This design comes from an exercise in tuning for small area, a short achievable clock period and few clock cycles per item on the open sky130 flow, not from production work. Function was not checked in any run shown here: the RTL went through the layout flow alone. Power figures rest on the tool's default switching activity, not on a simulated workload.

<file path="flow/standard.sh">
#!/bin/bash
# synth_recipe.tcl (not shown) runs the flow's synth.tcl, then flattens the netlist and writes it again
# the make line also repeats each setting of config.mk as NAME=value (left out here)
make -C /OpenROAD-flow-scripts/flow DESIGN_CONFIG=/design/flow/config.mk WORK_HOME=/design/flow/orfs CLKGATE_MAP_FILE= SYNTH_SCRIPT=/design/flow/synth_recipe.tcl "${@:-finish}"
</file>
<file path="flow/flow/run.sh">
#!/bin/bash
set -euo pipefail
MARGIN=${MARGIN:-7.5}
bash standard.sh SETUP_SLACK_MARGIN=$MARGIN finish > standard_flow.log 2>&1
</file>
<file path="flow/config.mk">
export PLATFORM = sky130hd
export DESIGN_NAME = cnn_layer_par
export DESIGN_NICKNAME = cnn_layer_par
export VERILOG_FILES = /design/flow/design.v
export SDC_FILE = /design/flow/constraint.sdc
export NUM_CORES = 4
export LEC_CHECK = 0
export CAP_MARGIN = 20
export CORE_MARGIN = 2
export CORE_UTILIZATION = 55
export CTS_CLUSTER_DIAMETER = 60
export CTS_CLUSTER_SIZE = 30
export SLEW_MARGIN = 20
</file>
<file path="flow/design.v">
package cnn_pkg;
  localparam int ACC_W = 35;
  function automatic logic [15:0] sat_relu(input logic [ACC_W-1:0] acc,
                                           input logic relu);
    logic hi_ones, hi_zeros;
    logic [15:0] r;
    hi_ones  = &acc[ACC_W-1:23];
    hi_zeros = ~|acc[ACC_W-1:23];
    if (hi_ones || hi_zeros) r = acc[23:8];
    else if (acc[ACC_W-1]) r = 16'h8000;
    else r = 16'h7fff;
    if (relu && acc[ACC_W-1]) r = 16'h0000;
    sat_relu = r;
  endfunction
  function automatic logic [15:0] sat_relu_cs(input logic [ACC_W-1:0] s,
                                              input logic [ACC_W-1:0] c,
                                              input logic [ACC_W-1:0] v,
                                              input logic relu);
    localparam int N = ACC_W - 23;
    logic [N-1:0] a, b, x;
    logic ok0, ok1, cin, fits, neg;
    logic [15:0] r;
    a = s[ACC_W-1:23];
    b = c[ACC_W-1:23];
    x = a ^ b;
    ok0 = 1'b1;
    ok1 = 1'b1;
    for (int i = 0; i < N - 1; i++) begin
      ok0 = ok0 & (x[i+1] == (a[i] | b[i]));
      ok1 = ok1 & (x[i+1] != (a[i] & b[i]));
    end
    cin  = v[23] ^ x[0];
    fits = (ok0 & (x[0] == cin)) | (ok1 & (x[0] != cin));
    neg  = v[ACC_W-1];
    if (fits) r = v[23:8];
    else if (neg) r = 16'h8000;
    else r = 16'h7fff;
    if (relu && neg) r = 16'h0000;
    sat_relu_cs = r;
  endfunction
endpackage
module cnn_mac_lane (
  input  logic        clk,
  input  logic        clr,      
  input  logic [7:0]  one,      
  input  logic [7:0]  two,      
  input  logic [7:0]  neg,      
  input  logic [15:0] w,        
  input  logic        relu,
  input  logic        en,
  output logic [15:0] out
);
  logic [34:0] s_q, c_q, s_d, c_d;
  wire pp0_0 = (one[0] & w[0]) ^ neg[0];
  wire pp0_1 = ((one[0] & w[1]) | (two[0] & w[0])) ^ neg[0];
  wire pp0_2 = ((one[0] & w[2]) | (two[0] & w[1])) ^ neg[0];
  wire pp0_3 = ((one[0] & w[3]) | (two[0] & w[2])) ^ neg[0];
  wire pp0_4 = ((one[0] & w[4]) | (two[0] & w[3])) ^ neg[0];
  wire pp0_5 = ((one[0] & w[5]) | (two[0] & w[4])) ^ neg[0];
  wire pp0_6 = ((one[0] & w[6]) | (two[0] & w[5])) ^ neg[0];
  wire pp0_7 = ((one[0] & w[7]) | (two[0] & w[6])) ^ neg[0];
  wire pp0_8 = ((one[0] & w[8]) | (two[0] & w[7])) ^ neg[0];
  wire pp0_9 = ((one[0] & w[9]) | (two[0] & w[8])) ^ neg[0];
  wire pp0_10 = ((one[0] & w[10]) | (two[0] & w[9])) ^ neg[0];
  wire pp0_11 = ((one[0] & w[11]) | (two[0] & w[10])) ^ neg[0];
  wire pp0_12 = ((one[0] & w[12]) | (two[0] & w[11])) ^ neg[0];
  wire pp0_13 = ((one[0] & w[13]) | (two[0] & w[12])) ^ neg[0];
  wire pp0_14 = ((one[0] & w[14]) | (two[0] & w[13])) ^ neg[0];
  wire pp0_15 = ((one[0] & w[15]) | (two[0] & w[14])) ^ neg[0];
  wire pp0_16 = ~(((one[0] & w[15]) | (two[0] & w[15])) ^ neg[0]);
  wire pp1_0 = (one[1] & w[0]) ^ neg[1];
  wire pp1_1 = ((one[1] & w[1]) | (two[1] & w[0])) ^ neg[1];
  wire pp1_2 = ((one[1] & w[2]) | (two[1] & w[1])) ^ neg[1];
  wire pp1_3 = ((one[1] & w[3]) | (two[1] & w[2])) ^ neg[1];
  wire pp1_4 = ((one[1] & w[4]) | (two[1] & w[3])) ^ neg[1];
  wire pp1_5 = ((one[1] & w[5]) | (two[1] & w[4])) ^ neg[1];
  wire pp1_6 = ((one[1] & w[6]) | (two[1] & w[5])) ^ neg[1];
  wire pp1_7 = ((one[1] & w[7]) | (two[1] & w[6])) ^ neg[1];
  wire pp1_8 = ((one[1] & w[8]) | (two[1] & w[7])) ^ neg[1];
  wire pp1_9 = ((one[1] & w[9]) | (two[1] & w[8])) ^ neg[1];
  wire pp1_10 = ((one[1] & w[10]) | (two[1] & w[9])) ^ neg[1];
  wire pp1_11 = ((one[1] & w[11]) | (two[1] & w[10])) ^ neg[1];
  wire pp1_12 = ((one[1] & w[12]) | (two[1] & w[11])) ^ neg[1];
  wire pp1_13 = ((one[1] & w[13]) | (two[1] & w[12])) ^ neg[1];
  wire pp1_14 = ((one[1] & w[14]) | (two[1] & w[13])) ^ neg[1];
  wire pp1_15 = ((one[1] & w[15]) | (two[1] & w[14])) ^ neg[1];
  wire pp1_16 = ~(((one[1] & w[15]) | (two[1] & w[15])) ^ neg[1]);
  wire pp2_0 = (one[2] & w[0]) ^ neg[2];
  wire pp2_1 = ((one[2] & w[1]) | (two[2] & w[0])) ^ neg[2];
  wire pp2_2 = ((one[2] & w[2]) | (two[2] & w[1])) ^ neg[2];
  wire pp2_3 = ((one[2] & w[3]) | (two[2] & w[2])) ^ neg[2];
  wire pp2_4 = ((one[2] & w[4]) | (two[2] & w[3])) ^ neg[2];
  wire pp2_5 = ((one[2] & w[5]) | (two[2] & w[4])) ^ neg[2];
  wire pp2_6 = ((one[2] & w[6]) | (two[2] & w[5])) ^ neg[2];
  wire pp2_7 = ((one[2] & w[7]) | (two[2] & w[6])) ^ neg[2];
  wire pp2_8 = ((one[2] & w[8]) | (two[2] & w[7])) ^ neg[2];
  wire pp2_9 = ((one[2] & w[9]) | (two[2] & w[8])) ^ neg[2];
  wire pp2_10 = ((one[2] & w[10]) | (two[2] & w[9])) ^ neg[2];
  wire pp2_11 = ((one[2] & w[11]) | (two[2] & w[10])) ^ neg[2];
  wire pp2_12 = ((one[2] & w[12]) | (two[2] & w[11])) ^ neg[2];
  wire pp2_13 = ((one[2] & w[13]) | (two[2] & w[12])) ^ neg[2];
  wire pp2_14 = ((one[2] & w[14]) | (two[2] & w[13])) ^ neg[2];
  wire pp2_15 = ((one[2] & w[15]) | (two[2] & w[14])) ^ neg[2];
  wire pp2_16 = ~(((one[2] & w[15]) | (two[2] & w[15])) ^ neg[2]);
  wire pp3_0 = (one[3] & w[0]) ^ neg[3];
  wire pp3_1 = ((one[3] & w[1]) | (two[3] & w[0])) ^ neg[3];
  wire pp3_2 = ((one[3] & w[2]) | (two[3] & w[1])) ^ neg[3];
  wire pp3_3 = ((one[3] & w[3]) | (two[3] & w[2])) ^ neg[3];
  wire pp3_4 = ((one[3] & w[4]) | (two[3] & w[3])) ^ neg[3];
  wire pp3_5 = ((one[3] & w[5]) | (two[3] & w[4])) ^ neg[3];
  wire pp3_6 = ((one[3] & w[6]) | (two[3] & w[5])) ^ neg[3];
  wire pp3_7 = ((one[3] & w[7]) | (two[3] & w[6])) ^ neg[3];
  wire pp3_8 = ((one[3] & w[8]) | (two[3] & w[7])) ^ neg[3];
  wire pp3_9 = ((one[3] & w[9]) | (two[3] & w[8])) ^ neg[3];
  wire pp3_10 = ((one[3] & w[10]) | (two[3] & w[9])) ^ neg[3];
  wire pp3_11 = ((one[3] & w[11]) | (two[3] & w[10])) ^ neg[3];
  wire pp3_12 = ((one[3] & w[12]) | (two[3] & w[11])) ^ neg[3];
  wire pp3_13 = ((one[3] & w[13]) | (two[3] & w[12])) ^ neg[3];
  wire pp3_14 = ((one[3] & w[14]) | (two[3] & w[13])) ^ neg[3];
  wire pp3_15 = ((one[3] & w[15]) | (two[3] & w[14])) ^ neg[3];
  wire pp3_16 = ~(((one[3] & w[15]) | (two[3] & w[15])) ^ neg[3]);
  wire pp4_0 = (one[4] & w[0]) ^ neg[4];
  wire pp4_1 = ((one[4] & w[1]) | (two[4] & w[0])) ^ neg[4];
  wire pp4_2 = ((one[4] & w[2]) | (two[4] & w[1])) ^ neg[4];
  wire pp4_3 = ((one[4] & w[3]) | (two[4] & w[2])) ^ neg[4];
  wire pp4_4 = ((one[4] & w[4]) | (two[4] & w[3])) ^ neg[4];
  wire pp4_5 = ((one[4] & w[5]) | (two[4] & w[4])) ^ neg[4];
  wire pp4_6 = ((one[4] & w[6]) | (two[4] & w[5])) ^ neg[4];
  wire pp4_7 = ((one[4] & w[7]) | (two[4] & w[6])) ^ neg[4];
  wire pp4_8 = ((one[4] & w[8]) | (two[4] & w[7])) ^ neg[4];
  wire pp4_9 = ((one[4] & w[9]) | (two[4] & w[8])) ^ neg[4];
  wire pp4_10 = ((one[4] & w[10]) | (two[4] & w[9])) ^ neg[4];
  wire pp4_11 = ((one[4] & w[11]) | (two[4] & w[10])) ^ neg[4];
  wire pp4_12 = ((one[4] & w[12]) | (two[4] & w[11])) ^ neg[4];
  wire pp4_13 = ((one[4] & w[13]) | (two[4] & w[12])) ^ neg[4];
  wire pp4_14 = ((one[4] & w[14]) | (two[4] & w[13])) ^ neg[4];
  wire pp4_15 = ((one[4] & w[15]) | (two[4] & w[14])) ^ neg[4];
  wire pp4_16 = ~(((one[4] & w[15]) | (two[4] & w[15])) ^ neg[4]);
  wire pp5_0 = (one[5] & w[0]) ^ neg[5];
  wire pp5_1 = ((one[5] & w[1]) | (two[5] & w[0])) ^ neg[5];
  wire pp5_2 = ((one[5] & w[2]) | (two[5] & w[1])) ^ neg[5];
  wire pp5_3 = ((one[5] & w[3]) | (two[5] & w[2])) ^ neg[5];
  wire pp5_4 = ((one[5] & w[4]) | (two[5] & w[3])) ^ neg[5];
  wire pp5_5 = ((one[5] & w[5]) | (two[5] & w[4])) ^ neg[5];
  wire pp5_6 = ((one[5] & w[6]) | (two[5] & w[5])) ^ neg[5];
  wire pp5_7 = ((one[5] & w[7]) | (two[5] & w[6])) ^ neg[5];
  wire pp5_8 = ((one[5] & w[8]) | (two[5] & w[7])) ^ neg[5];
  wire pp5_9 = ((one[5] & w[9]) | (two[5] & w[8])) ^ neg[5];
  wire pp5_10 = ((one[5] & w[10]) | (two[5] & w[9])) ^ neg[5];
  wire pp5_11 = ((one[5] & w[11]) | (two[5] & w[10])) ^ neg[5];
  wire pp5_12 = ((one[5] & w[12]) | (two[5] & w[11])) ^ neg[5];
  wire pp5_13 = ((one[5] & w[13]) | (two[5] & w[12])) ^ neg[5];
  wire pp5_14 = ((one[5] & w[14]) | (two[5] & w[13])) ^ neg[5];
  wire pp5_15 = ((one[5] & w[15]) | (two[5] & w[14])) ^ neg[5];
  wire pp5_16 = ~(((one[5] & w[15]) | (two[5] & w[15])) ^ neg[5]);
  wire pp6_0 = (one[6] & w[0]) ^ neg[6];
  wire pp6_1 = ((one[6] & w[1]) | (two[6] & w[0])) ^ neg[6];
  wire pp6_2 = ((one[6] & w[2]) | (two[6] & w[1])) ^ neg[6];
  wire pp6_3 = ((one[6] & w[3]) | (two[6] & w[2])) ^ neg[6];
  wire pp6_4 = ((one[6] & w[4]) | (two[6] & w[3])) ^ neg[6];
  wire pp6_5 = ((one[6] & w[5]) | (two[6] & w[4])) ^ neg[6];
  wire pp6_6 = ((one[6] & w[6]) | (two[6] & w[5])) ^ neg[6];
  wire pp6_7 = ((one[6] & w[7]) | (two[6] & w[6])) ^ neg[6];
  wire pp6_8 = ((one[6] & w[8]) | (two[6] & w[7])) ^ neg[6];
  wire pp6_9 = ((one[6] & w[9]) | (two[6] & w[8])) ^ neg[6];
  wire pp6_10 = ((one[6] & w[10]) | (two[6] & w[9])) ^ neg[6];
  wire pp6_11 = ((one[6] & w[11]) | (two[6] & w[10])) ^ neg[6];
  wire pp6_12 = ((one[6] & w[12]) | (two[6] & w[11])) ^ neg[6];
  wire pp6_13 = ((one[6] & w[13]) | (two[6] & w[12])) ^ neg[6];
  wire pp6_14 = ((one[6] & w[14]) | (two[6] & w[13])) ^ neg[6];
  wire pp6_15 = ((one[6] & w[15]) | (two[6] & w[14])) ^ neg[6];
  wire pp6_16 = ~(((one[6] & w[15]) | (two[6] & w[15])) ^ neg[6]);
  wire pp7_0 = (one[7] & w[0]) ^ neg[7];
  wire pp7_1 = ((one[7] & w[1]) | (two[7] & w[0])) ^ neg[7];
  wire pp7_2 = ((one[7] & w[2]) | (two[7] & w[1])) ^ neg[7];
  wire pp7_3 = ((one[7] & w[3]) | (two[7] & w[2])) ^ neg[7];
  wire pp7_4 = ((one[7] & w[4]) | (two[7] & w[3])) ^ neg[7];
  wire pp7_5 = ((one[7] & w[5]) | (two[7] & w[4])) ^ neg[7];
  wire pp7_6 = ((one[7] & w[6]) | (two[7] & w[5])) ^ neg[7];
  wire pp7_7 = ((one[7] & w[7]) | (two[7] & w[6])) ^ neg[7];
  wire pp7_8 = ((one[7] & w[8]) | (two[7] & w[7])) ^ neg[7];
  wire pp7_9 = ((one[7] & w[9]) | (two[7] & w[8])) ^ neg[7];
  wire pp7_10 = ((one[7] & w[10]) | (two[7] & w[9])) ^ neg[7];
  wire pp7_11 = ((one[7] & w[11]) | (two[7] & w[10])) ^ neg[7];
  wire pp7_12 = ((one[7] & w[12]) | (two[7] & w[11])) ^ neg[7];
  wire pp7_13 = ((one[7] & w[13]) | (two[7] & w[12])) ^ neg[7];
  wire pp7_14 = ((one[7] & w[14]) | (two[7] & w[13])) ^ neg[7];
  wire pp7_15 = ((one[7] & w[15]) | (two[7] & w[14])) ^ neg[7];
  wire pp7_16 = ~(((one[7] & w[15]) | (two[7] & w[15])) ^ neg[7]);
  wire hs0 = s_q[12] ^ c_q[12];
  wire hc0 = s_q[12] & c_q[12];
  wire hs1 = s_q[13] ^ c_q[13];
  wire hc1 = s_q[13] & c_q[13];
  wire fs0 = s_q[14] ^ c_q[14] ^ neg[7];
  wire fc0 = (s_q[14] & c_q[14]) | (s_q[14] & neg[7]) | (c_q[14] & neg[7]);
  wire hs2 = pp0_14 ^ pp1_12;
  wire hc2 = pp0_14 & pp1_12;
  wire fs1 = s_q[15] ^ c_q[15] ^ pp0_15;
  wire fc1 = (s_q[15] & c_q[15]) | (s_q[15] & pp0_15) | (c_q[15] & pp0_15);
  wire hs3 = pp1_13 ^ pp2_11;
  wire hc3 = pp1_13 & pp2_11;
  wire fs2 = 1'b1 ^ s_q[16] ^ c_q[16];
  wire fc2 = (1'b1 & s_q[16]) | (1'b1 & c_q[16]) | (s_q[16] & c_q[16]);
  wire fs3 = pp0_16 ^ pp1_14 ^ pp2_12;
  wire fc3 = (pp0_16 & pp1_14) | (pp0_16 & pp2_12) | (pp1_14 & pp2_12);
  wire fs4 = 1'b1 ^ s_q[17] ^ c_q[17];
  wire fc4 = (1'b1 & s_q[17]) | (1'b1 & c_q[17]) | (s_q[17] & c_q[17]);
  wire hs4 = pp1_15 ^ pp2_13;
  wire hc4 = pp1_15 & pp2_13;
  wire fs5 = s_q[18] ^ c_q[18] ^ pp1_16;
  wire fc5 = (s_q[18] & c_q[18]) | (s_q[18] & pp1_16) | (c_q[18] & pp1_16);
  wire hs5 = 1'b1 ^ s_q[19];
  wire hc5 = 1'b1 & s_q[19];
  wire hs6 = s_q[6] ^ c_q[6];
  wire hc6 = s_q[6] & c_q[6];
  wire hs7 = s_q[7] ^ c_q[7];
  wire hc7 = s_q[7] & c_q[7];
  wire fs6 = s_q[8] ^ c_q[8] ^ neg[4];
  wire fc6 = (s_q[8] & c_q[8]) | (s_q[8] & neg[4]) | (c_q[8] & neg[4]);
  wire hs8 = pp0_8 ^ pp1_6;
  wire hc8 = pp0_8 & pp1_6;
  wire fs7 = s_q[9] ^ c_q[9] ^ pp0_9;
  wire fc7 = (s_q[9] & c_q[9]) | (s_q[9] & pp0_9) | (c_q[9] & pp0_9);
  wire hs9 = pp1_7 ^ pp2_5;
  wire hc9 = pp1_7 & pp2_5;
  wire fs8 = s_q[10] ^ c_q[10] ^ neg[5];
  wire fc8 = (s_q[10] & c_q[10]) | (s_q[10] & neg[5]) | (c_q[10] & neg[5]);
  wire fs9 = pp0_10 ^ pp1_8 ^ pp2_6;
  wire fc9 = (pp0_10 & pp1_8) | (pp0_10 & pp2_6) | (pp1_8 & pp2_6);
  wire hs10 = pp3_4 ^ pp4_2;
  wire hc10 = pp3_4 & pp4_2;
  wire fs10 = s_q[11] ^ c_q[11] ^ pp0_11;
  wire fc10 = (s_q[11] & c_q[11]) | (s_q[11] & pp0_11) | (c_q[11] & pp0_11);
  wire fs11 = pp1_9 ^ pp2_7 ^ pp3_5;
  wire fc11 = (pp1_9 & pp2_7) | (pp1_9 & pp3_5) | (pp2_7 & pp3_5);
  wire hs11 = pp4_3 ^ pp5_1;
  wire hc11 = pp4_3 & pp5_1;
  wire fs12 = neg[6] ^ hs0 ^ pp0_12;
  wire fc12 = (neg[6] & hs0) | (neg[6] & pp0_12) | (hs0 & pp0_12);
  wire fs13 = pp1_10 ^ pp2_8 ^ pp3_6;
  wire fc13 = (pp1_10 & pp2_8) | (pp1_10 & pp3_6) | (pp2_8 & pp3_6);
  wire fs14 = pp4_4 ^ pp5_2 ^ pp6_0;
  wire fc14 = (pp4_4 & pp5_2) | (pp4_4 & pp6_0) | (pp5_2 & pp6_0);
  wire fs15 = hc0 ^ hs1 ^ pp0_13;
  wire fc15 = (hc0 & hs1) | (hc0 & pp0_13) | (hs1 & pp0_13);
  wire fs16 = pp1_11 ^ pp2_9 ^ pp3_7;
  wire fc16 = (pp1_11 & pp2_9) | (pp1_11 & pp3_7) | (pp2_9 & pp3_7);
  wire fs17 = pp4_5 ^ pp5_3 ^ pp6_1;
  wire fc17 = (pp4_5 & pp5_3) | (pp4_5 & pp6_1) | (pp5_3 & pp6_1);
  wire fs18 = hc1 ^ fs0 ^ pp2_10;
  wire fc18 = (hc1 & fs0) | (hc1 & pp2_10) | (fs0 & pp2_10);
  wire fs19 = pp3_8 ^ pp4_6 ^ pp5_4;
  wire fc19 = (pp3_8 & pp4_6) | (pp3_8 & pp5_4) | (pp4_6 & pp5_4);
  wire fs20 = pp6_2 ^ pp7_0 ^ hs2;
  wire fc20 = (pp6_2 & pp7_0) | (pp6_2 & hs2) | (pp7_0 & hs2);
  wire fs21 = fc0 ^ pp3_9 ^ pp4_7;
  wire fc21 = (fc0 & pp3_9) | (fc0 & pp4_7) | (pp3_9 & pp4_7);
  wire fs22 = pp5_5 ^ pp6_3 ^ pp7_1;
  wire fc22 = (pp5_5 & pp6_3) | (pp5_5 & pp7_1) | (pp6_3 & pp7_1);
  wire fs23 = hc2 ^ hs3 ^ fs1;
  wire fc23 = (hc2 & hs3) | (hc2 & fs1) | (hs3 & fs1);
  wire fs24 = fs2 ^ pp3_10 ^ pp4_8;
  wire fc24 = (fs2 & pp3_10) | (fs2 & pp4_8) | (pp3_10 & pp4_8);
  wire fs25 = pp5_6 ^ pp6_4 ^ pp7_2;
  wire fc25 = (pp5_6 & pp6_4) | (pp5_6 & pp7_2) | (pp6_4 & pp7_2);
  wire fs26 = hc3 ^ fc1 ^ fs3;
  wire fc26 = (hc3 & fc1) | (hc3 & fs3) | (fc1 & fs3);
  wire fs27 = fc2 ^ fs4 ^ pp3_11;
  wire fc27 = (fc2 & fs4) | (fc2 & pp3_11) | (fs4 & pp3_11);
  wire fs28 = pp4_9 ^ pp5_7 ^ pp6_5;
  wire fc28 = (pp4_9 & pp5_7) | (pp4_9 & pp6_5) | (pp5_7 & pp6_5);
  wire fs29 = pp7_3 ^ hs4 ^ fc3;
  wire fc29 = (pp7_3 & hs4) | (pp7_3 & fc3) | (hs4 & fc3);
  wire fs30 = fc4 ^ pp2_14 ^ pp3_12;
  wire fc30 = (fc4 & pp2_14) | (fc4 & pp3_12) | (pp2_14 & pp3_12);
  wire fs31 = pp4_10 ^ pp5_8 ^ pp6_6;
  wire fc31 = (pp4_10 & pp5_8) | (pp4_10 & pp6_6) | (pp5_8 & pp6_6);
  wire fs32 = pp7_4 ^ hc4 ^ fs5;
  wire fc32 = (pp7_4 & hc4) | (pp7_4 & fs5) | (hc4 & fs5);
  wire fs33 = c_q[19] ^ hs5 ^ pp2_15;
  wire fc33 = (c_q[19] & hs5) | (c_q[19] & pp2_15) | (hs5 & pp2_15);
  wire fs34 = pp3_13 ^ pp4_11 ^ pp5_9;
  wire fc34 = (pp3_13 & pp4_11) | (pp3_13 & pp5_9) | (pp4_11 & pp5_9);
  wire fs35 = pp6_7 ^ pp7_5 ^ fc5;
  wire fc35 = (pp6_7 & pp7_5) | (pp6_7 & fc5) | (pp7_5 & fc5);
  wire fs36 = s_q[20] ^ c_q[20] ^ hc5;
  wire fc36 = (s_q[20] & c_q[20]) | (s_q[20] & hc5) | (c_q[20] & hc5);
  wire fs37 = pp2_16 ^ pp3_14 ^ pp4_12;
  wire fc37 = (pp2_16 & pp3_14) | (pp2_16 & pp4_12) | (pp3_14 & pp4_12);
  wire fs38 = pp5_10 ^ pp6_8 ^ pp7_6;
  wire fc38 = (pp5_10 & pp6_8) | (pp5_10 & pp7_6) | (pp6_8 & pp7_6);
  wire fs39 = 1'b1 ^ s_q[21] ^ c_q[21];
  wire fc39 = (1'b1 & s_q[21]) | (1'b1 & c_q[21]) | (s_q[21] & c_q[21]);
  wire fs40 = pp3_15 ^ pp4_13 ^ pp5_11;
  wire fc40 = (pp3_15 & pp4_13) | (pp3_15 & pp5_11) | (pp4_13 & pp5_11);
  wire hs12 = pp6_9 ^ pp7_7;
  wire hc12 = pp6_9 & pp7_7;
  wire fs41 = s_q[22] ^ c_q[22] ^ pp3_16;
  wire fc41 = (s_q[22] & c_q[22]) | (s_q[22] & pp3_16) | (c_q[22] & pp3_16);
  wire fs42 = pp4_14 ^ pp5_12 ^ pp6_10;
  wire fc42 = (pp4_14 & pp5_12) | (pp4_14 & pp6_10) | (pp5_12 & pp6_10);
  wire fs43 = 1'b1 ^ s_q[23] ^ c_q[23];
  wire fc43 = (1'b1 & s_q[23]) | (1'b1 & c_q[23]) | (s_q[23] & c_q[23]);
  wire hs13 = pp4_15 ^ pp5_13;
  wire hc13 = pp4_15 & pp5_13;
  wire fs44 = s_q[24] ^ c_q[24] ^ pp4_16;
  wire fc44 = (s_q[24] & c_q[24]) | (s_q[24] & pp4_16) | (c_q[24] & pp4_16);
  wire hs14 = 1'b1 ^ s_q[25];
  wire hc14 = 1'b1 & s_q[25];
  wire hs15 = s_q[2] ^ c_q[2];
  wire hc15 = s_q[2] & c_q[2];
  wire hs16 = s_q[3] ^ c_q[3];
  wire hc16 = s_q[3] & c_q[3];
  wire fs45 = s_q[4] ^ c_q[4] ^ neg[2];
  wire fc45 = (s_q[4] & c_q[4]) | (s_q[4] & neg[2]) | (c_q[4] & neg[2]);
  wire hs17 = pp0_4 ^ pp1_2;
  wire hc17 = pp0_4 & pp1_2;
  wire fs46 = s_q[5] ^ c_q[5] ^ pp0_5;
  wire fc46 = (s_q[5] & c_q[5]) | (s_q[5] & pp0_5) | (c_q[5] & pp0_5);
  wire hs18 = pp1_3 ^ pp2_1;
  wire hc18 = pp1_3 & pp2_1;
  wire fs47 = neg[3] ^ hs6 ^ pp0_6;
  wire fc47 = (neg[3] & hs6) | (neg[3] & pp0_6) | (hs6 & pp0_6);
  wire fs48 = pp1_4 ^ pp2_2 ^ pp3_0;
  wire fc48 = (pp1_4 & pp2_2) | (pp1_4 & pp3_0) | (pp2_2 & pp3_0);
  wire fs49 = hc6 ^ hs7 ^ pp0_7;
  wire fc49 = (hc6 & hs7) | (hc6 & pp0_7) | (hs7 & pp0_7);
  wire fs50 = pp1_5 ^ pp2_3 ^ pp3_1;
  wire fc50 = (pp1_5 & pp2_3) | (pp1_5 & pp3_1) | (pp2_3 & pp3_1);
  wire fs51 = hc7 ^ fs6 ^ pp2_4;
  wire fc51 = (hc7 & fs6) | (hc7 & pp2_4) | (fs6 & pp2_4);
  wire fs52 = pp3_2 ^ pp4_0 ^ hs8;
  wire fc52 = (pp3_2 & pp4_0) | (pp3_2 & hs8) | (pp4_0 & hs8);
  wire fs53 = fc6 ^ pp3_3 ^ pp4_1;
  wire fc53 = (fc6 & pp3_3) | (fc6 & pp4_1) | (pp3_3 & pp4_1);
  wire fs54 = hc8 ^ hs9 ^ fs7;
  wire fc54 = (hc8 & hs9) | (hc8 & fs7) | (hs9 & fs7);
  wire fs55 = fs8 ^ pp5_0 ^ hc9;
  wire fc55 = (fs8 & pp5_0) | (fs8 & hc9) | (pp5_0 & hc9);
  wire fs56 = hs10 ^ fc7 ^ fs9;
  wire fc56 = (hs10 & fc7) | (hs10 & fs9) | (fc7 & fs9);
  wire fs57 = fc8 ^ hc10 ^ hs11;
  wire fc57 = (fc8 & hc10) | (fc8 & hs11) | (hc10 & hs11);
  wire fs58 = fc9 ^ fs10 ^ fs11;
  wire fc58 = (fc9 & fs10) | (fc9 & fs11) | (fs10 & fs11);
  wire fs59 = hc11 ^ fc10 ^ fc11;
  wire fc59 = (hc11 & fc10) | (hc11 & fc11) | (fc10 & fc11);
  wire fs60 = fs12 ^ fs13 ^ fs14;
  wire fc60 = (fs12 & fs13) | (fs12 & fs14) | (fs13 & fs14);
  wire fs61 = fc12 ^ fc13 ^ fc14;
  wire fc61 = (fc12 & fc13) | (fc12 & fc14) | (fc13 & fc14);
  wire fs62 = fs15 ^ fs16 ^ fs17;
  wire fc62 = (fs15 & fs16) | (fs15 & fs17) | (fs16 & fs17);
  wire fs63 = fc15 ^ fc16 ^ fc17;
  wire fc63 = (fc15 & fc16) | (fc15 & fc17) | (fc16 & fc17);
  wire fs64 = fs18 ^ fs19 ^ fs20;
  wire fc64 = (fs18 & fs19) | (fs18 & fs20) | (fs19 & fs20);
  wire fs65 = fc18 ^ fc19 ^ fs21;
  wire fc65 = (fc18 & fc19) | (fc18 & fs21) | (fc19 & fs21);
  wire fs66 = fs22 ^ fc20 ^ fs23;
  wire fc66 = (fs22 & fc20) | (fs22 & fs23) | (fc20 & fs23);
  wire fs67 = fc21 ^ fc22 ^ fs24;
  wire fc67 = (fc21 & fc22) | (fc21 & fs24) | (fc22 & fs24);
  wire fs68 = fs25 ^ fc23 ^ fs26;
  wire fc68 = (fs25 & fc23) | (fs25 & fs26) | (fc23 & fs26);
  wire fs69 = fc24 ^ fc25 ^ fs27;
  wire fc69 = (fc24 & fc25) | (fc24 & fs27) | (fc25 & fs27);
  wire fs70 = fs28 ^ fs29 ^ fc26;
  wire fc70 = (fs28 & fs29) | (fs28 & fc26) | (fs29 & fc26);
  wire fs71 = fc27 ^ fc28 ^ fs30;
  wire fc71 = (fc27 & fc28) | (fc27 & fs30) | (fc28 & fs30);
  wire fs72 = fs31 ^ fc29 ^ fs32;
  wire fc72 = (fs31 & fc29) | (fs31 & fs32) | (fc29 & fs32);
  wire fs73 = fc30 ^ fc31 ^ fs33;
  wire fc73 = (fc30 & fc31) | (fc30 & fs33) | (fc31 & fs33);
  wire fs74 = fs34 ^ fs35 ^ fc32;
  wire fc74 = (fs34 & fs35) | (fs34 & fc32) | (fs35 & fc32);
  wire fs75 = fs36 ^ fc33 ^ fc34;
  wire fc75 = (fs36 & fc33) | (fs36 & fc34) | (fc33 & fc34);
  wire fs76 = fs37 ^ fs38 ^ fc35;
  wire fc76 = (fs37 & fs38) | (fs37 & fc35) | (fs38 & fc35);
  wire fs77 = fs39 ^ fc36 ^ hs12;
  wire fc77 = (fs39 & fc36) | (fs39 & hs12) | (fc36 & hs12);
  wire fs78 = fc37 ^ fc38 ^ fs40;
  wire fc78 = (fc37 & fc38) | (fc37 & fs40) | (fc38 & fs40);
  wire fs79 = fc39 ^ pp7_8 ^ hc12;
  wire fc79 = (fc39 & pp7_8) | (fc39 & hc12) | (pp7_8 & hc12);
  wire fs80 = fc40 ^ fs41 ^ fs42;
  wire fc80 = (fc40 & fs41) | (fc40 & fs42) | (fs41 & fs42);
  wire fs81 = fs43 ^ pp6_11 ^ pp7_9;
  wire fc81 = (fs43 & pp6_11) | (fs43 & pp7_9) | (pp6_11 & pp7_9);
  wire fs82 = hs13 ^ fc41 ^ fc42;
  wire fc82 = (hs13 & fc41) | (hs13 & fc42) | (fc41 & fc42);
  wire fs83 = fc43 ^ pp5_14 ^ pp6_12;
  wire fc83 = (fc43 & pp5_14) | (fc43 & pp6_12) | (pp5_14 & pp6_12);
  wire fs84 = pp7_10 ^ hc13 ^ fs44;
  wire fc84 = (pp7_10 & hc13) | (pp7_10 & fs44) | (hc13 & fs44);
  wire fs85 = c_q[25] ^ hs14 ^ pp5_15;
  wire fc85 = (c_q[25] & hs14) | (c_q[25] & pp5_15) | (hs14 & pp5_15);
  wire fs86 = pp6_13 ^ pp7_11 ^ fc44;
  wire fc86 = (pp6_13 & pp7_11) | (pp6_13 & fc44) | (pp7_11 & fc44);
  wire fs87 = s_q[26] ^ c_q[26] ^ hc14;
  wire fc87 = (s_q[26] & c_q[26]) | (s_q[26] & hc14) | (c_q[26] & hc14);
  wire fs88 = pp5_16 ^ pp6_14 ^ pp7_12;
  wire fc88 = (pp5_16 & pp6_14) | (pp5_16 & pp7_12) | (pp6_14 & pp7_12);
  wire fs89 = 1'b1 ^ s_q[27] ^ c_q[27];
  wire fc89 = (1'b1 & s_q[27]) | (1'b1 & c_q[27]) | (s_q[27] & c_q[27]);
  wire hs19 = pp6_15 ^ pp7_13;
  wire hc19 = pp6_15 & pp7_13;
  wire fs90 = s_q[28] ^ c_q[28] ^ pp6_16;
  wire fc90 = (s_q[28] & c_q[28]) | (s_q[28] & pp6_16) | (c_q[28] & pp6_16);
  wire hs20 = 1'b1 ^ s_q[29];
  wire hc20 = 1'b1 & s_q[29];
  wire hs21 = s_q[0] ^ c_q[0];
  wire hc21 = s_q[0] & c_q[0];
  wire hs22 = s_q[1] ^ c_q[1];
  wire hc22 = s_q[1] & c_q[1];
  wire fs91 = neg[1] ^ hs15 ^ pp0_2;
  wire fc91 = (neg[1] & hs15) | (neg[1] & pp0_2) | (hs15 & pp0_2);
  wire fs92 = hc15 ^ hs16 ^ pp0_3;
  wire fc92 = (hc15 & hs16) | (hc15 & pp0_3) | (hs16 & pp0_3);
  wire fs93 = hc16 ^ fs45 ^ pp2_0;
  wire fc93 = (hc16 & fs45) | (hc16 & pp2_0) | (fs45 & pp2_0);
  wire fs94 = fc45 ^ hc17 ^ hs18;
  wire fc94 = (fc45 & hc17) | (fc45 & hs18) | (hc17 & hs18);
  wire fs95 = hc18 ^ fc46 ^ fs47;
  wire fc95 = (hc18 & fc46) | (hc18 & fs47) | (fc46 & fs47);
  wire fs96 = fc47 ^ fc48 ^ fs49;
  wire fc96 = (fc47 & fc48) | (fc47 & fs49) | (fc48 & fs49);
  wire fs97 = fc49 ^ fc50 ^ fs51;
  wire fc97 = (fc49 & fc50) | (fc49 & fs51) | (fc50 & fs51);
  wire fs98 = fc51 ^ fs53 ^ fc52;
  wire fc98 = (fc51 & fs53) | (fc51 & fc52) | (fs53 & fc52);
  wire fs99 = fc53 ^ fs55 ^ fc54;
  wire fc99 = (fc53 & fs55) | (fc53 & fc54) | (fs55 & fc54);
  wire fs100 = fc55 ^ fs57 ^ fc56;
  wire fc100 = (fc55 & fs57) | (fc55 & fc56) | (fs57 & fc56);
  wire fs101 = fc57 ^ fs59 ^ fc58;
  wire fc101 = (fc57 & fs59) | (fc57 & fc58) | (fs59 & fc58);
  wire fs102 = fc59 ^ fs61 ^ fc60;
  wire fc102 = (fc59 & fs61) | (fc59 & fc60) | (fs61 & fc60);
  wire fs103 = fc61 ^ fs63 ^ fc62;
  wire fc103 = (fc61 & fs63) | (fc61 & fc62) | (fs63 & fc62);
  wire fs104 = fc63 ^ fs65 ^ fc64;
  wire fc104 = (fc63 & fs65) | (fc63 & fc64) | (fs65 & fc64);
  wire fs105 = fc65 ^ fs67 ^ fc66;
  wire fc105 = (fc65 & fs67) | (fc65 & fc66) | (fs67 & fc66);
  wire fs106 = fc67 ^ fs69 ^ fc68;
  wire fc106 = (fc67 & fs69) | (fc67 & fc68) | (fs69 & fc68);
  wire fs107 = fc69 ^ fs71 ^ fc70;
  wire fc107 = (fc69 & fs71) | (fc69 & fc70) | (fs71 & fc70);
  wire fs108 = fc71 ^ fs73 ^ fc72;
  wire fc108 = (fc71 & fs73) | (fc71 & fc72) | (fs73 & fc72);
  wire fs109 = fs75 ^ fc73 ^ fc74;
  wire fc109 = (fs75 & fc73) | (fs75 & fc74) | (fc73 & fc74);
  wire fs110 = fs77 ^ fc75 ^ fs78;
  wire fc110 = (fs77 & fc75) | (fs77 & fs78) | (fc75 & fs78);
  wire fs111 = fs79 ^ fc77 ^ fc78;
  wire fc111 = (fs79 & fc77) | (fs79 & fc78) | (fc77 & fc78);
  wire fs112 = fs81 ^ fc79 ^ fs82;
  wire fc112 = (fs81 & fc79) | (fs81 & fs82) | (fc79 & fs82);
  wire fs113 = fc81 ^ fs83 ^ fc82;
  wire fc113 = (fc81 & fs83) | (fc81 & fc82) | (fs83 & fc82);
  wire fs114 = fc83 ^ fs85 ^ fs86;
  wire fc114 = (fc83 & fs85) | (fc83 & fs86) | (fs85 & fs86);
  wire fs115 = fs87 ^ fc85 ^ fs88;
  wire fc115 = (fs87 & fc85) | (fs87 & fs88) | (fc85 & fs88);
  wire fs116 = fs89 ^ fc87 ^ hs19;
  wire fc116 = (fs89 & fc87) | (fs89 & hs19) | (fc87 & hs19);
  wire fs117 = fc89 ^ pp7_14 ^ hc19;
  wire fc117 = (fc89 & pp7_14) | (fc89 & hc19) | (pp7_14 & hc19);
  wire fs118 = c_q[29] ^ hs20 ^ pp7_15;
  wire fc118 = (c_q[29] & hs20) | (c_q[29] & pp7_15) | (hs20 & pp7_15);
  wire fs119 = s_q[30] ^ c_q[30] ^ hc20;
  wire fc119 = (s_q[30] & c_q[30]) | (s_q[30] & hc20) | (c_q[30] & hc20);
  wire hs23 = 1'b1 ^ s_q[31];
  wire hc23 = 1'b1 & s_q[31];
  wire hs24 = 1'b1 ^ s_q[32];
  wire hc24 = 1'b1 & s_q[32];
  wire hs25 = 1'b1 ^ s_q[33];
  wire hc25 = 1'b1 & s_q[33];
  wire hs26 = 1'b1 ^ s_q[34];
  wire hs27 = neg[0] ^ hs21;
  wire hc27 = neg[0] & hs21;
  wire fs120 = hc21 ^ hs22 ^ pp0_1;
  wire fc120 = (hc21 & hs22) | (hc21 & pp0_1) | (hs22 & pp0_1);
  wire fs121 = hc22 ^ pp1_0 ^ fs91;
  wire fc121 = (hc22 & pp1_0) | (hc22 & fs91) | (pp1_0 & fs91);
  wire fs122 = pp1_1 ^ fc91 ^ fs92;
  wire fc122 = (pp1_1 & fc91) | (pp1_1 & fs92) | (fc91 & fs92);
  wire fs123 = hs17 ^ fc92 ^ fs93;
  wire fc123 = (hs17 & fc92) | (hs17 & fs93) | (fc92 & fs93);
  wire fs124 = fc93 ^ fs46 ^ fs94;
  wire fc124 = (fc93 & fs46) | (fc93 & fs94) | (fs46 & fs94);
  wire fs125 = fs48 ^ fc94 ^ fs95;
  wire fc125 = (fs48 & fc94) | (fs48 & fs95) | (fc94 & fs95);
  wire fs126 = fs50 ^ fc95 ^ fs96;
  wire fc126 = (fs50 & fc95) | (fs50 & fs96) | (fc95 & fs96);
  wire fs127 = fs52 ^ fc96 ^ fs97;
  wire fc127 = (fs52 & fc96) | (fs52 & fs97) | (fc96 & fs97);
  wire fs128 = fc97 ^ fs54 ^ fs98;
  wire fc128 = (fc97 & fs54) | (fc97 & fs98) | (fs54 & fs98);
  wire fs129 = fs56 ^ fc98 ^ fs99;
  wire fc129 = (fs56 & fc98) | (fs56 & fs99) | (fc98 & fs99);
  wire fs130 = fs58 ^ fc99 ^ fs100;
  wire fc130 = (fs58 & fc99) | (fs58 & fs100) | (fc99 & fs100);
  wire fs131 = fs60 ^ fc100 ^ fs101;
  wire fc131 = (fs60 & fc100) | (fs60 & fs101) | (fc100 & fs101);
  wire fs132 = fs62 ^ fc101 ^ fs102;
  wire fc132 = (fs62 & fc101) | (fs62 & fs102) | (fc101 & fs102);
  wire fs133 = fs64 ^ fc102 ^ fs103;
  wire fc133 = (fs64 & fc102) | (fs64 & fs103) | (fc102 & fs103);
  wire fs134 = fc103 ^ fs66 ^ fs104;
  wire fc134 = (fc103 & fs66) | (fc103 & fs104) | (fs66 & fs104);
  wire fs135 = fs68 ^ fc104 ^ fs105;
  wire fc135 = (fs68 & fc104) | (fs68 & fs105) | (fc104 & fs105);
  wire fs136 = fs70 ^ fc105 ^ fs106;
  wire fc136 = (fs70 & fc105) | (fs70 & fs106) | (fc105 & fs106);
  wire fs137 = fs72 ^ fc106 ^ fs107;
  wire fc137 = (fs72 & fc106) | (fs72 & fs107) | (fc106 & fs107);
  wire fs138 = fs74 ^ fc107 ^ fs108;
  wire fc138 = (fs74 & fc107) | (fs74 & fs108) | (fc107 & fs108);
  wire fs139 = fs76 ^ fc108 ^ fs109;
  wire fc139 = (fs76 & fc108) | (fs76 & fs109) | (fc108 & fs109);
  wire fs140 = fc76 ^ fs110 ^ fc109;
  wire fc140 = (fc76 & fs110) | (fc76 & fc109) | (fs110 & fc109);
  wire fs141 = fs80 ^ fc110 ^ fs111;
  wire fc141 = (fs80 & fc110) | (fs80 & fs111) | (fc110 & fs111);
  wire fs142 = fc80 ^ fc111 ^ fs112;
  wire fc142 = (fc80 & fc111) | (fc80 & fs112) | (fc111 & fs112);
  wire fs143 = fs84 ^ fc112 ^ fs113;
  wire fc143 = (fs84 & fc112) | (fs84 & fs113) | (fc112 & fs113);
  wire fs144 = fc84 ^ fc113 ^ fs114;
  wire fc144 = (fc84 & fc113) | (fc84 & fs114) | (fc113 & fs114);
  wire fs145 = fc86 ^ fs115 ^ fc114;
  wire fc145 = (fc86 & fs115) | (fc86 & fc114) | (fs115 & fc114);
  wire fs146 = fc88 ^ fs116 ^ fc115;
  wire fc146 = (fc88 & fs116) | (fc88 & fc115) | (fs116 & fc115);
  wire fs147 = fs90 ^ fs117 ^ fc116;
  wire fc147 = (fs90 & fs117) | (fs90 & fc116) | (fs117 & fc116);
  wire fs148 = fc90 ^ fs118 ^ fc117;
  wire fc148 = (fc90 & fs118) | (fc90 & fc117) | (fs118 & fc117);
  wire fs149 = fs119 ^ pp7_16 ^ fc118;
  wire fc149 = (fs119 & pp7_16) | (fs119 & fc118) | (pp7_16 & fc118);
  wire fs150 = c_q[31] ^ hs23 ^ fc119;
  wire fc150 = (c_q[31] & hs23) | (c_q[31] & fc119) | (hs23 & fc119);
  wire fs151 = c_q[32] ^ hc23 ^ hs24;
  wire fc151 = (c_q[32] & hc23) | (c_q[32] & hs24) | (hc23 & hs24);
  wire fs152 = c_q[33] ^ hc24 ^ hs25;
  wire fc152 = (c_q[33] & hc24) | (c_q[33] & hs25) | (hc24 & hs25);
  wire fs153 = c_q[34] ^ hc25 ^ hs26;
  assign s_d = {fc152, fc151, fs151, fs150, fs149, fc147, fs147, fs146, fc144, fc143, fc142, fc141, fs141, fc139, fc138, fc137, fc136, fc135, fc134, fc133, fc132, fc131, fc130, fc129, fc128, fc127, fc126, fc125, fc124, fc123, fc122, fc121, fc120, hc27, hs27};
  assign c_d = {fs153, fs152, fc150, fc149, fc148, fs148, fc146, fc145, fs145, fs144, fs143, fs142, fc140, fs140, fs139, fs138, fs137, fs136, fs135, fs134, fs133, fs132, fs131, fs130, fs129, fs128, fs127, fs126, fs125, fs124, fs123, fs122, fs121, fs120, pp0_0};
  always_ff @(posedge clk) begin
    if (clr) begin
      s_q <= 35'd128;
      c_q <= '0;
    end else begin
      s_q <= s_d;
      c_q <= c_d;
    end
  end
  logic [34:0] v;
  logic [15:0] res;
  assign v = s_q + c_q;
  always_comb begin
    res = cnn_pkg::sat_relu_cs(s_q, c_q, v, relu);
    if (!en) res = '0;
  end
  always_ff @(posedge clk) out <= res;
endmodule
module cnn_layer_par (
  input  logic         clk,
  input  logic         reset,
  input  logic         start,
  input  logic [3:0]   ch_en,
  input  logic         relu_en,
  input  logic         wt_we,
  input  logic [1:0]   wt_ch,
  input  logic [0:0]   wt_w,
  input  logic [3:0]   wt_tap,
  input  logic [15:0]  wt_data,
  input  logic         in_valid,
  output logic         in_ready,
  input  logic [63:0]  in_data,
  output logic [127:0] out_data,
  output logic [3:0]   finished
);
  logic       busy_q;      
  logic [8:0] tap_q;       
  logic [8:0] tapc_q [4];  
  logic       rdy_q;
  logic [3:0] en_q, fin_q;
  logic       relu_q;
  logic       first_q;     
  logic       p1_q;        
  logic       p2_q;        
  logic       clr_q;       
  logic       go, hs;
  assign go = start & ~busy_q;
  assign hs = in_valid & rdy_q & (busy_q | start);
  always_ff @(posedge clk) begin
    if (reset) begin
      busy_q  <= 1'b0;
      tap_q   <= 9'd1;
      rdy_q   <= 1'b1;
      en_q    <= '0;
      relu_q  <= 1'b0;
      fin_q   <= '0;
      first_q <= 1'b0;
      p1_q    <= 1'b0;
      p2_q    <= 1'b0;
      clr_q   <= 1'b1;
      for (int c = 0; c < 4; c++) tapc_q[c] <= 9'd1;
    end else begin
      clr_q   <= p2_q;
      first_q <= hs & tap_q[0];
      p1_q    <= hs & tap_q[8];
      p2_q    <= p1_q;
      if (go) begin
        busy_q <= 1'b1;
        en_q   <= ch_en;
        relu_q <= relu_en;
        fin_q  <= '0;
      end else if (p2_q) begin
        busy_q <= 1'b0;
        fin_q  <= '1;
      end else if (busy_q) begin
        fin_q  <= fin_q | ~en_q;    
      end
      if (p2_q) begin
        tap_q <= 9'd1;
        rdy_q <= 1'b1;
        for (int c = 0; c < 4; c++) tapc_q[c] <= 9'd1;
      end else if (hs) begin
        tap_q <= tap_q << 1;
        rdy_q <= ~tap_q[8];
        for (int c = 0; c < 4; c++) tapc_q[c] <= (busy_q & ~en_q[c]) ? 9'd0 : tapc_q[c] << 1;
      end
    end
  end
  logic [15:0] wt_q [72];
  logic        wv_q;         
  logic        wclr_q;       
  logic [2:0]  wl_q;         
  logic [8:0]  wt1_q;        
  logic [15:0] wd_q;         
  logic        wt_ok;
  assign wt_ok = wt_we & ~busy_q & (wt_tap < 4'd9);
  always_ff @(posedge clk) begin
    wclr_q <= reset;
    wv_q   <= ~reset & wt_ok;
    wl_q   <= {wt_ch, wt_w};
    wd_q   <= wt_data;
    for (int t = 0; t < 9; t++) wt1_q[t] <= (wt_tap == 4'(t));
  end
  for (genvar i = 0; i < 72; i++) begin : g_wt
    localparam int L = i / 9;
    localparam int T = i % 9;
    wire wen = wclr_q | (wv_q && wl_q == 3'(L) && wt1_q[T]);
    always_ff @(posedge clk) begin
      if (wen) wt_q[i] <= wclr_q ? 16'd0 : wd_q;
    end
  end
  logic [7:0]  one_q [4];
  logic [7:0]  two_q [4];
  logic [7:0]  neg_q [4];
  logic [15:0] w_q   [8];
  for (genvar c = 0; c < 4; c++) begin : g_enc
    logic [16:0] xe;
    logic [7:0] one_d, two_d, neg_d;
    assign xe = {in_data[16*c +: 16], 1'b0};
    always_comb begin
      for (int j = 0; j < 8; j++) begin
        one_d[j] = hs & (xe[2*j+1] ^ xe[2*j]);
        two_d[j] = hs & ((xe[2*j+2] & ~xe[2*j+1] & ~xe[2*j]) | (~xe[2*j+2] & xe[2*j+1] & xe[2*j]));
        neg_d[j] = xe[2*j+2];
      end
    end
    always_ff @(posedge clk) begin
      one_q[c] <= one_d;
      two_q[c] <= two_d;
      neg_q[c] <= neg_d;
    end
  end
  for (genvar l = 0; l < 8; l++) begin : g_wsel
    logic [15:0] ws;
    always_comb begin
      ws = '0;
      for (int t = 0; t < 9; t++) begin
        ws = ws | (wt_q[l*9 + t] & {16{tapc_q[l/2][t]}});
      end
    end
    wire hit = wclr_q | (wv_q && wl_q == 3'(l) && |(wt1_q & tapc_q[l/2]));
    always_ff @(posedge clk) w_q[l] <= hit ? (wclr_q ? 16'd0 : wd_q) : ws;
  end
  for (genvar l = 0; l < 8; l++) begin : g_lane
    cnn_mac_lane u_lane (
      .clk   (clk),
      .clr (go),
      .one   (one_q[l/2]),
      .two   (two_q[l/2]),
      .neg   (neg_q[l/2]),
      .w     (w_q[l]),
      .relu  (relu_q),
      .en    (en_q[l/2]),
      .out   (out_data[16*l +: 16])
    );
  end
  assign in_ready = rdy_q;
  assign finished = fin_q;
endmodule
</file>
<file path="flow/constraint.sdc">
create_clock -name core_clock -period 11.0 [get_ports {clk}]
set_input_delay 2.2000 -clock core_clock [delete_from_list [all_inputs] [get_ports {clk}]]
set_output_delay 2.2000 -clock core_clock [all_outputs]
set_load 0.01 [all_outputs]
</file>
==> run summary, run 1 <==
- Run status: finished clean
- Worst Hold Launch: tap_q[2]
- Synth unique cells: 100
- Vias in the first global route: 96400
- Mapped Area: 135000 µm²
- Layout area overhead: 13.2%
- Final Hold Vio Count: 0
- Core box area: 243000 µm²
- Async SR Flop Fraction: 0%
- Clock Latency Late Sink: 0.90 ns
- Startpoint Class: register
- Pins Over Slew Limit: 0
- Final period util: 33.2%
- Initial DRC Count: 10300
- Worst-Margin Slew: 1.32 ns
- DP Worst Slack: 5.43 ns
- Share of cells above drive strength 1: 14.1%
- Share of power burned in registers: 28.3%
- Design Area, Final: 152000 µm²
- GP Congestion: 0.877
- Relative slew slack: 11.6%
- Post-synth EDFFs: 1152
- Residual DRC: 0
- # IOs: 230
- Area taken by flip-flops and latches: 55300 µm²
- Initial antenna violation count: 13
- Fin worst setup slack: 7.34 ns
- Critical path depth: 1
- Synth Flop Type: edfxtp_1
- Slowest CP cell: dfxtp_4
- DR WL/cell: 26.9 µm
- GR Overflow Total: 0
- Peak Freq: 274 MHz
- Min cycle time layout: 3.66 ns
- CTS tree: built
- CP Class: reg -> out
- Cell Chain, Critical Path: buf_6
- Pint: 23.6 mW
- Critical Path Max Stage Delay: 0.44 ns
- # fillers: 19200
- Largest net degree at the start of global routing: 131
- Worst EP required: 8.80 ns
- Critical path launch point: fin_q[3]
- P_leak: 59.5 nW
- Clock share of power: 17.2%
- Row count: 181
- Top Family by Delay on Critical Path: flip-flops
- Reg2Reg Launch Point: w_q[1][12]
- Avg Cell Area, Syn: 11.2 µm²
- Worst hold path class: reg -> reg
- Hold-fix buffers at CTS: 0
- Final core utilization: 62.7%
- P_sw: 17.2 mW
- RSZ-0062 raised after global routing: yes
- Nets: 13800
- Setup violators final: 0
- WHS Path Cells: 2
- Die span in x: 499 µm
- Syn Nets: 13900
- Final wirelength: 414 mm
- Vias/cell: 6.15
- Sequential element share of the synthesized area: 40.5%
- Gate power share: 54.5%
- Via count: 94500
- FF+latch count, synth: 2148
- Max_cap viols: 0
- Multi-input gate area: 72200 µm²
- All-Layer GR Usage: 32.8%
- Worst path buffer plus inverter count: 1
- Worst vdd ir: 0.201 mV
- Overall Power: 40.8 mW
- Initial Util: 55.4%
- HPWL Detailed: 251 mm
- R2R depth: 9
- Syn Inst Count: 12000
- Power Density: 268 nW/µm²
- Post-DP Area: 139000 µm²
- Number of routed nets with antenna violations: 0
- TritonCTS Buffers: 173
- H-tree depth: 4
- Global-route wire length before repair: 617 mm
- Drt first pass iters: 9
- Setup Skew: 0.0605 ns
- Clock transition at the registers of the reported paths: 0.10 ns
- Die Y: 499 µm
- Die area: 249000 µm²
- Clk sinks: 2148
- Switching part of the total power: 42.2%
- Ys Warns: 14
- Port bufs: 229
- Clock Path Buffers: 3
- CP Max Fanout: 2
- CTS Root Cell: clkbuf_16
- Fin Setup TNS: 0 ns
- Crit path DAT: 1.46 ns
- Worst setup EP type: output pin
-- area by class of cell --
type | instances | area share (%)
multi-input cells | 7382 | 47.4
flip-flops and latches | 2148 | 36.3
repair buffers | 730 | 5.48
inverters | 1559 | 3.95
clock buffers | 186 | 2.95
well taps | 3202 | 2.63
clock inverters | 141 | 1.34
diodes | 6 | 0.00985
-- per-stage QoR --
stage	hold WS, ns	std cells
final	0.462	15400
after detailed placement	0.446	14700
after global routing	0.483	15400
after CTS	0.463	15200
after global placement	0.430	14700
after floorplan	0.414	12000
-- cells in the final DEF (no fill, tap or decap), types with 351 or more instances in the layout --
master    instances
edfxtp_1       1152
nor2_1          413
nand2_1         351
dfxtp_1         687
fa_1           1164
xnor2_1        1043
ha_1            493
and2_1          498
a22oi_1        1147
inv_1          1473
-- kinds of logic after synthesis --
group	share of synthesized area (%)
and+or+nand+nor	6.58
AOI/OAI and AO/OA	13.6
adders and majority gates	23.3
DFF	40.5
xor gates and xnor gates	9.01
muxes	0.0650
buffers and inverters	7.01
-- cell usage after synthesis, drive strengths merged, types with 282 or more instances --
| library cell | instances | area [µm²] |
|---|---|---|
| edfxtp | 1152 | 34600 |
| inv | 1550 | 5820 |
| xnor2 | 1058 | 9270 |
| fa | 1256 | 25100 |
| ha | 496 | 6210 |
| xor2 | 325 | 2860 |
| dfxtp | 996 | 19900 |
| and2 | 503 | 3150 |
| nor2 | 415 | 1560 |
| a21oi | 282 | 1490 |
| clkbuf | 819 | 3080 |
| a22oi | 1223 | 9180 |
| nand2 | 351 | 1320 |
-- metal layers --
layer	routed length, µm	part of all wire, %	vias to the layer above	GRT usage (%)
met5	13	0.0031	-	0
met4	14900	3.6	2	10.8
met3	42200	10	899	6.75
met2	186000	45	4990	50.8
met1	170000	41	47800	46.3
li1	-	-	40700	-
-- flip-flops by register name (all words and copies together) (netlist names), 3 cells and up --
signal             flops
wt1_q                  9
w_q                  128
g_lane.u_lane.c_q    280
wl_q                   3
wd_q                  16
one_q                 32
wt_q                1152
fin_q                  4
g_lane.u_lane.s_q    280
neg_q                 32
g_lane.u_lane.out    128
en_q                   4
tap_q                  8
tapc_q                33
two_q                 32
-- power by group through the flow --
stage	Sequential (mW)	Combinational, mW	Clock [mW]
6_report	11.5	22.2	7.02
5_1_grt	11.7	25.8	7.42
4_1_cts	11.5	21.8	7.13
3_5_place_dp	11.7	21.2	0
3_3_place_gp	11.7	20.7	0
2_1_floorplan	11.2	15.9	0
-- worst paths after layout --
check | end | slack, ns
max | finished[3] | 7.34
min reg2reg | tap_q[3] | 0.46
min | tap_q[3] | 0.46
max reg2reg | g_lane[1].u_lane.c_q[17] | 7.41
-- repair_timing --
action	4_1_cts	5_1_grt
setup endpoints to repair	1475	472
resized for setup	1249	426
pin swaps	102	241
gates cloned	38	5
buffers inserted	176	118
==> run 2: changes to the inputs <==
--- a/flow/config.mk
+++ b/flow/config.mk
@@ -9,3 +9,3 @@
 export CORE_MARGIN = 2
-export CORE_UTILIZATION = 55
+export CORE_UTILIZATION = 65
 export CTS_CLUSTER_DIAMETER = 60
==> run summary, run 2 <==
- Run status: finished clean
- Ys Warns: 14
- Area leader, netlist: edfxtp_1
- HPWL Detailed: 240 mm
- Worst-Margin Slew: 1.35 ns
- Sequential element share of the synthesized area: 40.5%
- Largest net degree at the start of global routing: 215
- Initial DRC Count: 12200
- Hold_ws: 0.455 ns
- Synth Flop Type: edfxtp_1
- Met2 usage: 57.7%
- Switching part of the total power: 42.1%
- Final Hold Vio Count: 0
- Initial Util: 65.2%
- Nets: 13800
- Power Density: 267 nW/µm²
- Residual DRC: 0
- Gate power share: 54.8%
- Relative slew slack: 9.77%
- Design Area, Final: 151000 µm²
- Avg Cell Area, Syn: 11.2 µm²
- P_leak: 59.1 nW
- Fin Setup TNS: 0 ns
- CP Class: in -> reg
- Via count: 95300
- Min cycle time layout: 3.65 ns
- Synth unique cells: 100
- Die span in x: 459 µm
- P_sw: 16.9 mW
- Syn Inst Count: 12000
- Global-route wire length before repair: 598 mm
- Overall Power: 40.3 mW
- Critical Path Max Stage Delay: 0.55 ns
- Core box area: 206000 µm²
- Grt met3 use: 9.08%
- Reg2Reg Launch Point: g_lane[2].u_lane.c_q[6]
- Cell Chain, Critical Path: clkdlybuf4s15_2 -> nand2b_4 -> buf_16 -> and2_1
- Pint: 23.3 mW
- Gr busiest metal: met2
- Die Y: 459 µm
- Slowest CP cell: and2_1
- Critical Path End: g_lane[1].u_lane.c_q[4]
- Port bufs: 229
- CTS tree: built
- All-Layer GR Usage: 37.5%
- Vias/cell: 6.44
- Max_cap viols: 0
- Final period util: 33.2%
- Biggest register: wt_q
- Die area: 211000 µm²
- Largest register FFs: 1152
- Top-area cell type share of the netlist area: 25.7%
- Biggest regs: wt_q (1152), g_lane.u_lane.c_q (280), g_lane.u_lane.s_q (280)
- Post-synthesis xor/xnor area fraction: 9.01%
- Critical path depth: 4
- Dpl cells: 14200
- # IOs: 230
- Vias in the first global route: 97400
- Post-DP Area: 138000 µm²
- Peak Freq: 274 MHz
- Clock Path Buffers: 3
- Worst path buffer plus inverter count: 2
- Setup Skew: 0.0576 ns
- Number of routed nets with antenna violations: 0
- Adder-Cell Fraction of Synth Area: 23.3%
- Initial antenna violation count: 16
- GP Congestion: 0.895
- Met1 Use GR: 51.5%
- Async SR Flop Fraction: 0%
- Most frequent cells after synthesis: inv_1 (1546), fa_1 (1256), a22oi_1 (1223)
- GR Overflow Total: 0
- CTS Root Cell: clkbuf_16
- RSZ-0062 raised after global routing: yes
- Drt first pass iters: 8
- Layout area overhead: 12.0%
- TritonCTS Buffers: 161
- R2R depth: 11
- Reg-to-Reg End: g_lane[2].u_lane.out[6]
- Post-synth EDFFs: 1152
- Top Family by Delay on Critical Path: simple AND/OR/NAND/NOR gates
- Mapped Area: 135000 µm²
- FF+latch count, synth: 2148
- FF-to-FF setup slack: 7.48 ns
- Row count: 167
- Top cells by area, synth: edfxtp_1 (26%), fa_1 (19%), dfxtp_1 (15%)
- Setup violators final: 0
- Clock Latency Late Sink: 0.89 ns
- Share of power burned in registers: 28.7%
- Clock share of power: 16.5%
- Startpoint Class: input port
- Worst EP required: 11.72 ns
- Synth Area in Compound Gates: 13.6%
- Most frequent cells in the layout: inv_1 (1488), fa_1 (1169), edfxtp_1 (1152)
- Share of cells above drive strength 1: 13.4%
- Hold-fix buffers at CTS: 0
- Mux cell area share after synthesis: 0.0651%
- Worst setup EP type: register
- Crit path DAT: 4.38 ns
- Worst vdd ir: 0.255 mV
- Commonest non-fill, non-tap cell in the layout: inv_1
- Syn Nets: 13900
- CP Max Fanout: 210
- Top-count cell post-synth: inv_1
- Pins Over Slew Limit: 0
- Critical path launch point: start
- Clock transition at the registers of the reported paths: 0.10 ns
- Final wirelength: 402 mm
- DR WL/cell: 27.1 µm
- Worst hold path class: reg -> reg
- Post-Synth Simple-Gate Area: 6.58%
- Largest family of logic cells by synthesized area: adder cells
- Clk sinks: 2148
- H-tree depth: 4
- Final Non-Filler Cells: 14800
run 2: cell types whose count changed in the layout (fill, tap and decap cells not counted), sizes merged, moves of 2 or more:
cell / before / now
bufbuf: 32 / 29
bufinv: 5 / 9
buf: 595 / 568
clkinv: 63 / 60
clkbuf: 194 / 186
diode: 6 / 9
inv: 1625 / 1610
clkinvlp: 7 / 5
run 2: how the worst min path moves through the flow:
stage          startpoint  slack (ns)  cells past startpoint    to
6_report             p1_q        0.46                      1  p2_q
2_1_floorplan        p1_q        0.41                      1  p2_q
5_1_grt              p1_q        0.47                      1  p2_q
4_1_cts              p1_q        0.46                      1  p2_q
3_5_place_dp         p1_q        0.43                      1  p2_q
3_3_place_gp         p1_q        0.42                      1  p2_q
run 2: per-layer routing:
layer  routed length, µm  vias up  part of all wire [%]
met4               19100        2                   4.8
li1                    -    40700                     -
met3               48100     1127                    12
met1              154000    47500                    38
met2              180000     6020                    45
met5                  16        -                0.0040
run 2: layout make-up:
type | instances | area (µm²)
clock inverter | 125 | 1790
inverter | 1559 | 6020
tap | 2704 | 3380
fill | 14200 | 55600
timing repair buffer | 701 | 7990
antenna | 9 | 22.5
multi-input combinational | 7383 | 72200
sequential | 2148 | 55200
clock buffer | 178 | 4240
run 2: stage by stage:
| stage | util (%) | setup slack, ns |
|---|---|---|
| after floorplan | - | 7.45 |
| after global placement | 67.0 | 5.81 |
| after detailed placement | 67.0 | 5.74 |
| after CTS | 71.7 | 7.33 |
| after global routing | 73.1 | 7.33 |
| final | 73.1 | 7.35 |
run 2: power by group through the flow:
stage	Combinational, mW	Sequential (mW)	Clock (mW)
2_1_floorplan	15.9	11.2	0
3_3_place_gp	20.2	11.7	0
3_5_place_dp	21.0	11.7	0
4_1_cts	21.6	11.5	6.71
5_1_grt	25.4	11.7	6.99
6_report	22.1	11.5	6.65
run 2: logic make-up (layout without fill, tap and decap cells):
| family | after synthesis | in the layout |
|---|---|---|
| buffers and inverters | 2498 | 2563 |
| AO/OA/AOI/OAI | 2480 | 2481 |
| flip-flops | 2148 | 2148 |
| adder cells (fa/ha/maj) | 1752 | 1752 |
| AND/OR/NAND/NOR | 1751 | 1759 |
| XOR/XNOR | 1383 | 1383 |
| multiplexers | 8 | 8 |
| other | 0 | 9 |
run 2: what timing repair did:
| item | in CTS | in global routing |
|---|---|---|
| buffers inserted | 145 | 125 |
| gates cloned | 38 | 8 |
| gates resized for setup | 1225 | 397 |
| endpoints found under the setup margin | 1136 | 451 |
| pin swaps | 84 | 212 |

[afterwards: timing with drivers on the ports]
The flow's constraints put no driver on any port. The routed layouts listed below were extracted and timed again, unchanged, in two steps.
Step 1 assumes that a clkbuf_16 drives the clock port and a buf_2 every other input.
Step 2 adds t to the input delays and takes it off the output delays; t is the mean of the earliest and latest rising clock arrival at the registers after step 1. Input paths then give back, and output paths get back, about the clock's delay inside the block.
Three values: ideal ports, drivers, drivers and shift; two values: the first two.
run | shift t [ns] | setup slack, ns | latest minus earliest clock arrival (ns) | worst slew at a driven data input, ns
run 1 | 0.964 | 7.345 / 7.249 / 6.623 | 0.067 / 0.067 | 0.12
run 2 | 0.943 | 7.345 / 7.290 / 6.467 | 0.065 / 0.066 | 0.11
After both steps every run listed still meets setup and hold. The setup slack of run 2, which loses most, moves by -0.055 ns with the drivers and by -0.878 ns with both steps.
